This design comes from an exercise in tuning for small area and a short achievable clock period on the open sky130 flow, not from production work.
Where RTL was checked, it was by simulation tests only, not by an equivalence proof against the original.
Power is estimated from default activity; no workload was simulated.

Setup of build 6:
==> flow/design.v (excerpt) <==
module dense2_argmax
(
  input  logic                clk,
  input  logic                rst,
  input  logic                in_valid,
  input  logic                frame_start_in,
  input  logic                frame_end_in,
  input  logic [dense2_pkg::DW-1:0]       dense_input,
  output logic                rom_en,
  output logic [dense2_pkg::AW-1:0]       rom_addr,
  input  logic [dense2_pkg::N_OUT*dense2_pkg::DW-1:0] rom_data,
  output logic                out_valid,
  output logic                frame_start_out,
  output logic                frame_end_out,
  output logic [dense2_pkg::DW-1:0]       logit_out,
  output logic                class_valid,
  output logic [dense2_pkg::IDX_W-1:0]    class_idx,
  output logic                err
);
  localparam int unsigned W = dense2_pkg::ACC_W;
  logic [dense2_pkg::N_ST-1:0]   state;
  logic [dense2_pkg::N_ST-1:0]   state_n;
  logic [dense2_pkg::AW-1:0]     cnt;
  logic              clear;
  logic              take;
  logic              err_c;
  logic              keep_q;
  logic [dense2_pkg::IDX_W-1:0]  out_k;
  logic [dense2_pkg::DW-1:0]     best_val;
  logic [dense2_pkg::IDX_W-1:0]  best_idx;
  logic [W-1:0]      acc_s [dense2_pkg::N_OUT];
  logic [W-1:0]      acc_c [dense2_pkg::N_OUT];
  logic st_idle, st_accum, st_bias_rd, st_bias_add, st_out, st_class;
  ...
==> flow/config.mk <==
export PLATFORM = sky130hd
export DESIGN_NAME = dense2_argmax
export DESIGN_NICKNAME = dense2_argmax
export VERILOG_FILES = /design/flow/design.v
export SDC_FILE = /design/flow/constraint.sdc
export NUM_CORES = 4
export LEC_CHECK = 0
export ABC_AREA = 1
export CAP_MARGIN = 20
export CORE_MARGIN = 2
export CORE_UTILIZATION = 40
export PLACE_DENSITY = 0.6
export SETUP_SLACK_MARGIN = 5
export SLEW_MARGIN = 20
==> flow/constraint.sdc <==
create_clock -name core_clock -period 11.0 [get_ports {clk}]
set_input_delay 2.2000 -clock core_clock [delete_from_list [all_inputs] [get_ports {clk}]]
set_output_delay 2.2000 -clock core_clock [all_outputs]
set_load 0.01 [all_outputs]
standard.sh (not shown) runs the stock make flow with config.mk's settings and CLKGATE_MAP_FILE= SYNTH_SCRIPT=/design/flow/synth_recipe.tcl, a recipe that flattens the netlist after the stock synthesis.
==> flow/flow/run.sh <==
#!/bin/bash
# The standard layout (standard.sh: unchanged synthesis, floorplan, place,
# CTS, route) with three changes:
#  - repair_timing aims for 5.6 ns of setup slack at the design's 11 ns clock;
#  - ports are buffered with buf_2 cells instead of the default delay cells;
#  - after synthesis, invpush.py removes inverters between full-adder cells by
#    flipping adders (a full adder is self-dual), leaving registers, ports and
#    all other cells as synthesis made them.
# Each tool's output goes to a log here; ORFS keeps its step logs under orfs/logs.
set -euo pipefail
sed 's/SETUP_SLACK_MARGIN=[0-9.]*/SETUP_SLACK_MARGIN=5.6 "BUFFER_PORTS_ARGS=-buffer_cell sky130_fd_sc_hd__buf_2"/' standard.sh > standard_margin.sh
grep -q 'SETUP_SLACK_MARGIN=5.6 "BUFFER_PORTS_ARGS' standard_margin.sh
bash standard_margin.sh synth > synth.log 2>&1
NET=orfs/results/sky130hd/dense2_argmax/base/1_2_yosys.v
cp "$NET" 1_2_yosys.standard.v
python3 flow/invpush.py 1_2_yosys.standard.v "$NET" > invpush.log 2>&1
touch "$NET"
bash standard_margin.sh > standard.log 2>&1
Other scripts of this flow, unchanged in this note and not shown: flow/flow/invpush.py
Build 6 reached the final stage; the timing, DRC and antenna checks on its layout passed.
What build 40 does differently from build 6 at the input level:
diff --git a/flow/flow/run.sh b/flow/flow/run.sh
--- a/flow/flow/run.sh
+++ b/flow/flow/run.sh
@@ -3,3 +3,3 @@
 # CTS, route) with three changes:
-#  - repair_timing aims for 5.6 ns of setup slack at the design's 11 ns clock;
+#  - repair_timing aims for 6.0 ns of setup slack at the design's 11 ns clock;
 #  - ports are buffered with buf_2 cells instead of the default delay cells;
@@ -10,4 +10,4 @@
 set -euo pipefail
-sed 's/SETUP_SLACK_MARGIN=[0-9.]*/SETUP_SLACK_MARGIN=5.6 "BUFFER_PORTS_ARGS=-buffer_cell sky130_fd_sc_hd__buf_2"/' standard.sh > standard_margin.sh
-grep -q 'SETUP_SLACK_MARGIN=5.6 "BUFFER_PORTS_ARGS' standard_margin.sh
+sed 's/SETUP_SLACK_MARGIN=[0-9.]*/SETUP_SLACK_MARGIN=6.0 "BUFFER_PORTS_ARGS=-buffer_cell sky130_fd_sc_hd__buf_2"/' standard.sh > standard_margin.sh
+grep -q 'SETUP_SLACK_MARGIN=6.0 "BUFFER_PORTS_ARGS' standard_margin.sh
 bash standard_margin.sh synth > synth.log 2>&1
==> comparison <==
Cmp build 40 and build 6 / layout-stage area growth over the synthesis result / lower: build 6
On total routed wirelength, build 40 does worse than build 6.
The power spent charging and discharging nets in build 40 sits about 3% above the value recorded for build 6.
Leakage power (higher): build 40
Of build 40 and build 6, the run reporting the lower part of the cycle the worst path needs was build 40.
Maximum frequency: lower on build 6
Relative to build 6, the met2 usage in global routing of build 40 is higher by 2.9 points.
Here is what was changed in the inputs of build 42 compared with build 40.
- CTS_BUF_LIST newly set to sky130_fd_sc_hd__clkbuf_4 sky130_fd_sc_hd__clkbuf_8
diff --git a/flow/flow/run.sh b/flow/flow/run.sh
--- a/flow/flow/run.sh
+++ b/flow/flow/run.sh
@@ -3,3 +3,3 @@
 # CTS, route) with three changes:
-#  - repair_timing aims for 6.0 ns of setup slack at the design's 11 ns clock;
+#  - repair_timing aims for 5.6 ns of setup slack at the design's 11 ns clock;
 #  - ports are buffered with buf_2 cells instead of the default delay cells;
@@ -10,4 +10,4 @@
 set -euo pipefail
-sed 's/SETUP_SLACK_MARGIN=[0-9.]*/SETUP_SLACK_MARGIN=6.0 "BUFFER_PORTS_ARGS=-buffer_cell sky130_fd_sc_hd__buf_2"/' standard.sh > standard_margin.sh
-grep -q 'SETUP_SLACK_MARGIN=6.0 "BUFFER_PORTS_ARGS' standard_margin.sh
+sed 's/SETUP_SLACK_MARGIN=[0-9.]*/SETUP_SLACK_MARGIN=5.6 "BUFFER_PORTS_ARGS=-buffer_cell sky130_fd_sc_hd__buf_2"/' standard.sh > standard_margin.sh
+grep -q 'SETUP_SLACK_MARGIN=5.6 "BUFFER_PORTS_ARGS' standard_margin.sh
 bash standard_margin.sh synth > synth.log 2>&1
==> run summary <==
- Build 42 reached the end of the flow, and the finished layout is clean on the timing, DRC and antenna checks.
- The final layout from build 40, which completed every stage, passed the timing, DRC and antenna checks at the end of the flow.
- Relative to build 40, clock-buffer cell count has gone up in build 42.
- Diff build 40 -> build 42 | combinational power | decrease of 6.3%
- Compared build 42 against build 40; number of H-tree branching levels within noise.
- Compared with build 40, in build 42 total iterations of the first detailed-routing run rose 1, core occupancy in the finished layout fell 3.9 points, final wirelength now sits lower.
What build 72 does differently from build 42 at the input level:
- CTS_BUF_LIST no longer set, was sky130_fd_sc_hd__clkbuf_4 sky130_fd_sc_hd__clkbuf_8
diff --git a/flow/flow/run.sh b/flow/flow/run.sh
--- a/flow/flow/run.sh
+++ b/flow/flow/run.sh
@@ -3,3 +3,3 @@
 # CTS, route) with three changes:
-#  - repair_timing aims for 5.6 ns of setup slack at the design's 11 ns clock;
+#  - repair_timing aims for 5.8 ns of setup slack at the design's 11 ns clock;
 #  - ports are buffered with buf_2 cells instead of the default delay cells;
@@ -10,4 +10,4 @@
 set -euo pipefail
-sed 's/SETUP_SLACK_MARGIN=[0-9.]*/SETUP_SLACK_MARGIN=5.6 "BUFFER_PORTS_ARGS=-buffer_cell sky130_fd_sc_hd__buf_2"/' standard.sh > standard_margin.sh
-grep -q 'SETUP_SLACK_MARGIN=5.6 "BUFFER_PORTS_ARGS' standard_margin.sh
+sed 's/SETUP_SLACK_MARGIN=[0-9.]*/SETUP_SLACK_MARGIN=5.8 "BUFFER_PORTS_ARGS=-buffer_cell sky130_fd_sc_hd__buf_2"/' standard.sh > standard_margin.sh
+grep -q 'SETUP_SLACK_MARGIN=5.8 "BUFFER_PORTS_ARGS' standard_margin.sh
 bash standard_margin.sh synth > synth.log 2>&1
### Flow results
- Of the two values seen for critical path startpoint, rom_data[51] was produced by build 72 and rst by build 42.
- Summary of the comparison: setup slack of the critical path after layout is higher in build 72, relative to build 42.
- In the metrics for build 42 and build 72, the one carrying the higher count of buffers not belonging to the clock network in the layout is build 72.
- Build 72 has critical path depth above what build 42 had.
- Measured against each other, build 42 and build 72 differ in switching power total, the higher figure coming from build 72.
- | clock insertion delay at the later pin of the skew report | lower: build 72 |
- The higher per-cell via count in the routed design of build 42 and build 72 is in build 42.
- Re relative max-transition margin: build 42 and build 72 aren't equal, and the higher value belongs to build 72.
- Taking build 42 as the reference, in build 72 CTS buffer count moved down, global-route usage moved up.
No run of this note included a check of the RTL's function; only the layout flow was run.


Another version of the RTL of dense2_argmax (not shown whole).
For scale: about 7400 cells after synthesis.
==> flow/config.mk <==
export PLATFORM = sky130hd
export DESIGN_NAME = dense2_argmax
export DESIGN_NICKNAME = dense2_argmax
export VERILOG_FILES = /design/flow/design.v
export SDC_FILE = /design/flow/constraint.sdc
export NUM_CORES = 4
export LEC_CHECK = 0
export ABC_AREA = 1
export CAP_MARGIN = 20
export CORE_MARGIN = 2
export CORE_UTILIZATION = 40
export CTS_BUF_LIST = sky130_fd_sc_hd__clkbuf_4 sky130_fd_sc_hd__clkbuf_8
export CTS_CLUSTER_DIAMETER = 60
export CTS_CLUSTER_SIZE = 14
export PLACE_DENSITY = 0.6
export SETUP_SLACK_MARGIN = 5
export SLEW_MARGIN = 20
==> flow/constraint.sdc <==
create_clock -name core_clock -period 11.0 [get_ports {clk}]
set_input_delay 2.2000 -clock core_clock [delete_from_list [all_inputs] [get_ports {clk}]]
set_output_delay 2.2000 -clock core_clock [all_outputs]
set_load 0.01 [all_outputs]
==> flow/flow/run.sh <==
#!/bin/bash
# The standard layout (standard.sh: unchanged synthesis, floorplan, place,
# CTS, route) with three changes:
#  - repair_timing aims for 5.8 ns of setup slack at the design's 11 ns clock;
#  - ports are buffered with buf_2 cells instead of the default delay cells;
#  - after synthesis, invpush.py removes inverters between full-adder cells by
#    flipping adders (a full adder is self-dual), leaving registers, ports and
#    all other cells as synthesis made them.
# Each tool's output goes to a log here; ORFS keeps its step logs under orfs/logs.
set -euo pipefail
sed 's/SETUP_SLACK_MARGIN=[0-9.]*/SETUP_SLACK_MARGIN=5.8 "BUFFER_PORTS_ARGS=-buffer_cell sky130_fd_sc_hd__buf_2"/' standard.sh > standard_margin.sh
grep -q 'SETUP_SLACK_MARGIN=5.8 "BUFFER_PORTS_ARGS' standard_margin.sh
bash standard_margin.sh synth > synth.log 2>&1
NET=orfs/results/sky130hd/dense2_argmax/base/1_2_yosys.v
cp "$NET" 1_2_yosys.standard.v
python3 flow/invpush.py 1_2_yosys.standard.v "$NET" > invpush.log 2>&1
touch "$NET"
bash standard_margin.sh > standard.log 2>&1
Other scripts of this flow, unchanged in this note and not shown: flow/flow/invpush.py
Edit:
- CTS_CLUSTER_DIAMETER: 60 -> unset
- CTS_CLUSTER_SIZE: 14 -> unset
Cell area grows slightly.
Utilization grows by 0.26 points.
Wire length grows slightly.
Worst setup slack is worse by 0.011 ns.
Combinational power is about the same.
Clock skew shrinks by 0.023 ns.


Another version of the RTL of dense2_argmax (not shown whole).
Size: ~8,300 cells after synthesis, ~210 I/O pins, ~78,000 µm² of cells after synthesis.
export LEC_CHECK = 0
export ABC_AREA = 1
export CAP_MARGIN = 20
export CORE_MARGIN = 2
export CORE_UTILIZATION = 40
export PLACE_DENSITY = 0.6
export SETUP_SLACK_MARGIN = 5
export SLEW_MARGIN = 20
create_clock -name core_clock -period 11.0 [get_ports {clk}]
Scripts as last shown in full above: flow/flow/run.sh
Other scripts of this flow, unchanged in this note and not shown: flow/flow/invpush.py
==> next run, changes <==
--- a/flow/flow/run.sh
+++ b/flow/flow/run.sh
@@ -4 +4 @@
-#  - repair_timing aims for 5.8 ns of setup slack at the design's 11 ns clock;
+#  - repair_timing aims for 5.6 ns of setup slack at the design's 11 ns clock;
@@ -11,2 +11,2 @@
-sed 's/SETUP_SLACK_MARGIN=[0-9.]*/SETUP_SLACK_MARGIN=5.8 "BUFFER_PORTS_ARGS=-buffer_cell sky130_fd_sc_hd__buf_2"/' standard.sh > standard_margin.sh
-grep -q 'SETUP_SLACK_MARGIN=5.8 "BUFFER_PORTS_ARGS' standard_margin.sh
+sed 's/SETUP_SLACK_MARGIN=[0-9.]*/SETUP_SLACK_MARGIN=5.6 "BUFFER_PORTS_ARGS=-buffer_cell sky130_fd_sc_hd__buf_2"/' standard.sh > standard_margin.sh
+grep -q 'SETUP_SLACK_MARGIN=5.6 "BUFFER_PORTS_ARGS' standard_margin.sh
After rerunning: Sequential share of layout area rose by 0.12 points. Via count hardly moves. Synthesized area stays the same. First-iteration DRC count rose by about a fifth.
No run of this note included a check of the RTL's function; only the layout flow was run.


dense2_argmax with an RTL version that a note above also has.
Size in the first run: about 7400 cells after synthesis, ~73000 µm² of cells after synthesis.
Settings: LEC_CHECK=0, ABC_AREA=1, CAP_MARGIN=20, CORE_MARGIN=2, CORE_UTILIZATION=40, CTS_BUF_LIST=sky130_fd_sc_hd__clkbuf_4 sky130_fd_sc_hd__clkbuf_8, PLACE_DENSITY=0.6, SETUP_SLACK_MARGIN=5, SLEW_MARGIN=20; clock period 11.0 ns.
==> flow/flow/run.sh <==
#!/bin/bash
# The standard layout (standard.sh: unchanged synthesis, floorplan, place,
# CTS, route) with three changes:
#  - repair_timing aims for 6.0 ns of setup slack at the design's 11 ns clock;
#  - ports are buffered with buf_2 cells instead of the default delay cells;
#  - after synthesis, invpush.py removes inverters between full-adder cells by
#    flipping adders (a full adder is self-dual), leaving registers, ports and
#    all other cells as synthesis made them.
# Each tool's output goes to a log here; ORFS keeps its step logs under orfs/logs.
set -euo pipefail
sed 's/SETUP_SLACK_MARGIN=[0-9.]*/SETUP_SLACK_MARGIN=6.0 "BUFFER_PORTS_ARGS=-buffer_cell sky130_fd_sc_hd__buf_2"/' standard.sh > standard_margin.sh
grep -q 'SETUP_SLACK_MARGIN=6.0 "BUFFER_PORTS_ARGS' standard_margin.sh
bash standard_margin.sh synth > synth.log 2>&1
NET=orfs/results/sky130hd/dense2_argmax/base/1_2_yosys.v
cp "$NET" 1_2_yosys.standard.v
python3 flow/invpush.py 1_2_yosys.standard.v "$NET" > invpush.log 2>&1
touch "$NET"
bash standard_margin.sh > standard.log 2>&1
Other scripts of this flow, unchanged in this note and not shown: flow/flow/invpush.py
Then changed:
==> flow/flow/run.sh (replaced) <==
#!/bin/bash
# The standard layout (standard.sh: unchanged synthesis, floorplan, place,
# CTS, route) with three changes:
#  - repair_timing aims for 5.9 ns of setup slack at the design's 11 ns clock;
#  - ports are buffered with buf_2 cells instead of the default delay cells;
#  - after synthesis, invpush.py removes inverters between full-adder cells by
#    flipping adders (a full adder is self-dual), leaving registers, ports and
#    all other cells as synthesis made them.
# Each tool's output goes to a log here; ORFS keeps its step logs under orfs/logs.
set -euo pipefail
sed 's/SETUP_SLACK_MARGIN=[0-9.]*/SETUP_SLACK_MARGIN=5.9 "BUFFER_PORTS_ARGS=-buffer_cell sky130_fd_sc_hd__buf_2"/' standard.sh > standard_margin.sh
grep -q 'SETUP_SLACK_MARGIN=5.9 "BUFFER_PORTS_ARGS' standard_margin.sh
bash standard_margin.sh synth > synth.log 2>&1
NET=orfs/results/sky130hd/dense2_argmax/base/1_2_yosys.v
cp "$NET" 1_2_yosys.standard.v
python3 flow/invpush.py 1_2_yosys.standard.v "$NET" > invpush.log 2>&1
touch "$NET"
bash standard_margin.sh > standard.log 2>&1
After rerunning: Via count came out lower by 1.6%; maximum frequency came out higher by 1.7%; clock power came out higher by about 6%; total power came out lower by 0.66%.


Another version of the RTL of dense2_argmax (not shown whole).
Size: ~7400 cells after synthesis, roughly 210 I/O pins.
Design dense2_argmax, start of the top module:
module dense2_argmax
(
  input  logic                clk,
  input  logic                rst,
  input  logic                in_valid,
  input  logic                frame_start_in,
  input  logic                frame_end_in,
  input  logic [dense2_pkg::DW-1:0]       dense_input,
  output logic                rom_en,
  output logic [dense2_pkg::AW-1:0]       rom_addr,
  input  logic [dense2_pkg::N_OUT*dense2_pkg::DW-1:0] rom_data,
  output logic                out_valid,
  output logic                frame_start_out,
  output logic                frame_end_out,
  output logic [dense2_pkg::DW-1:0]       logit_out,
  output logic                class_valid,
  output logic [dense2_pkg::IDX_W-1:0]    class_idx,
  output logic                err
);
clock: 11.0 ns
lec_check: 0
abc_area: 1
cap_margin: 20
core_margin: 2
core_utilization: 40
cts_buf_list: sky130_fd_sc_hd__clkbuf_4 sky130_fd_sc_hd__clkbuf_8
place_density: 0.6
setup_slack_margin: 5
slew_margin: 20
==> flow/flow/run.sh <==
#!/bin/bash
# The standard layout (standard.sh: unchanged synthesis, floorplan, place,
# CTS, route) with three changes:
#  - repair_timing aims for 5.5 ns of setup slack at the design's 11 ns clock;
#  - ports are buffered with buf_2 cells instead of the default delay cells;
#  - after synthesis, invpush.py removes inverters between full-adder cells by
#    flipping adders (a full adder is self-dual), leaving registers, ports and
#    all other cells as synthesis made them.
# Each tool's output goes to a log here; ORFS keeps its step logs under orfs/logs.
set -euo pipefail
sed 's/SETUP_SLACK_MARGIN=[0-9.]*/SETUP_SLACK_MARGIN=5.5 "BUFFER_PORTS_ARGS=-buffer_cell sky130_fd_sc_hd__buf_2"/' standard.sh > standard_margin.sh
grep -q 'SETUP_SLACK_MARGIN=5.5 "BUFFER_PORTS_ARGS' standard_margin.sh
bash standard_margin.sh synth > synth.log 2>&1
NET=orfs/results/sky130hd/dense2_argmax/base/1_2_yosys.v
cp "$NET" 1_2_yosys.standard.v
python3 flow/invpush.py 1_2_yosys.standard.v "$NET" > invpush.log 2>&1
touch "$NET"
bash standard_margin.sh > standard.log 2>&1
Other scripts of this flow, unchanged in this note and not shown: flow/flow/invpush.py
==> next run, changes <==
==> flow/flow/run.sh (replaced) <==
#!/bin/bash
# The standard layout (standard.sh: unchanged synthesis, floorplan, place,
# CTS, route) with three changes:
#  - repair_timing aims for 5.7 ns of setup slack at the design's 11 ns clock;
#  - ports are buffered with buf_2 cells instead of the default delay cells;
#  - after synthesis, invpush.py removes inverters between full-adder cells by
#    flipping adders (a full adder is self-dual), leaving registers, ports and
#    all other cells as synthesis made them.
# Each tool's output goes to a log here; ORFS keeps its step logs under orfs/logs.
set -euo pipefail
sed 's/SETUP_SLACK_MARGIN=[0-9.]*/SETUP_SLACK_MARGIN=5.7 "BUFFER_PORTS_ARGS=-buffer_cell sky130_fd_sc_hd__buf_2"/' standard.sh > standard_margin.sh
grep -q 'SETUP_SLACK_MARGIN=5.7 "BUFFER_PORTS_ARGS' standard_margin.sh
bash standard_margin.sh synth > synth.log 2>&1
NET=orfs/results/sky130hd/dense2_argmax/base/1_2_yosys.v
cp "$NET" 1_2_yosys.standard.v
python3 flow/invpush.py 1_2_yosys.standard.v "$NET" > invpush.log 2>&1
touch "$NET"
bash standard_margin.sh > standard.log 2>&1
Synthesized area is unchanged.
Die area stays the same.
Total power is higher by about 1%.
Wire length is higher by 1.3%.
Synthesized cell count is unchanged.
Worst setup slack is better by 0.14 ns.
Non-clock buffer count does not change.

-- separate check: timing with driven ports --
The results above use ideal ports. As a check the final layouts listed here were re-extracted and re-timed, cells and wires unchanged.
Step 1 sets driving cells, clkbuf_16 on the clock port and buf_2 on the other inputs (assumed; they add their load-dependent delay and slew).
Step 2 moves the port delays by t, midway between the first and last clock arrival at a register: inputs arrive t later, outputs are due t later. That takes back most of the time a late clock gives input paths.
Three values: ideal, step 1, step 2; two values: the first two.
| run | t, ns | setup slack, ns | hold slack, ns | pins driven straight from the clock port |
|---|---|---|---|---|
| build 6 | 0.778 | 5.607 / 5.648 / 4.894 | 0.453 / 0.453 / 0.453 | 1 |
| build 40 | 0.776 | 5.825 / 5.778 / 5.251 | 0.447 / 0.447 / 0.447 | 1 |
| build 42 | 0.946 | 5.667 / 5.647 / 4.908 | 0.452 / 0.452 / 0.452 | 1 |
| build 72 | 0.776 | 5.822 / 5.772 / 5.094 | 0.449 / 0.449 / 0.449 | 1 |
| the first run of note 2 | 0.923 | 5.843 / 5.806 / 4.971 | 0.460 / 0.460 / 0.460 | 1 |
| the second run of note 2 | 0.953 | 5.832 / 5.806 / 4.940 | 0.447 / 0.447 / 0.447 | 1 |
| the first run of note 3 | 0.776 | 5.808 / 5.763 / 5.119 | 0.451 / 0.451 / 0.451 | 1 |
| the second run of note 3 | 0.805 | 5.699 / 5.694 / 4.985 | 0.453 / 0.453 / 0.453 | 1 |
| the first run of note 4 | 0.937 | 5.784 / 5.745 / 4.855 | 0.452 / 0.452 / 0.452 | 1 |
| the second run of note 4 | 0.944 | 5.869 / 5.826 / 4.968 | 0.451 / 0.451 / 0.451 | 1 |
| the first run of note 5 | 0.923 | 5.565 / 5.538 / 4.836 | 0.456 / 0.456 / 0.456 | 1 |
| the second run of note 5 | 0.934 | 5.708 / 5.682 / 4.979 | 0.452 / 0.452 / 0.452 | 1 |
After both steps every run listed still meets setup and hold. The setup slack of the first run of note 4, which loses most, moves by -0.039 ns with the drivers and by -0.929 ns with both steps.
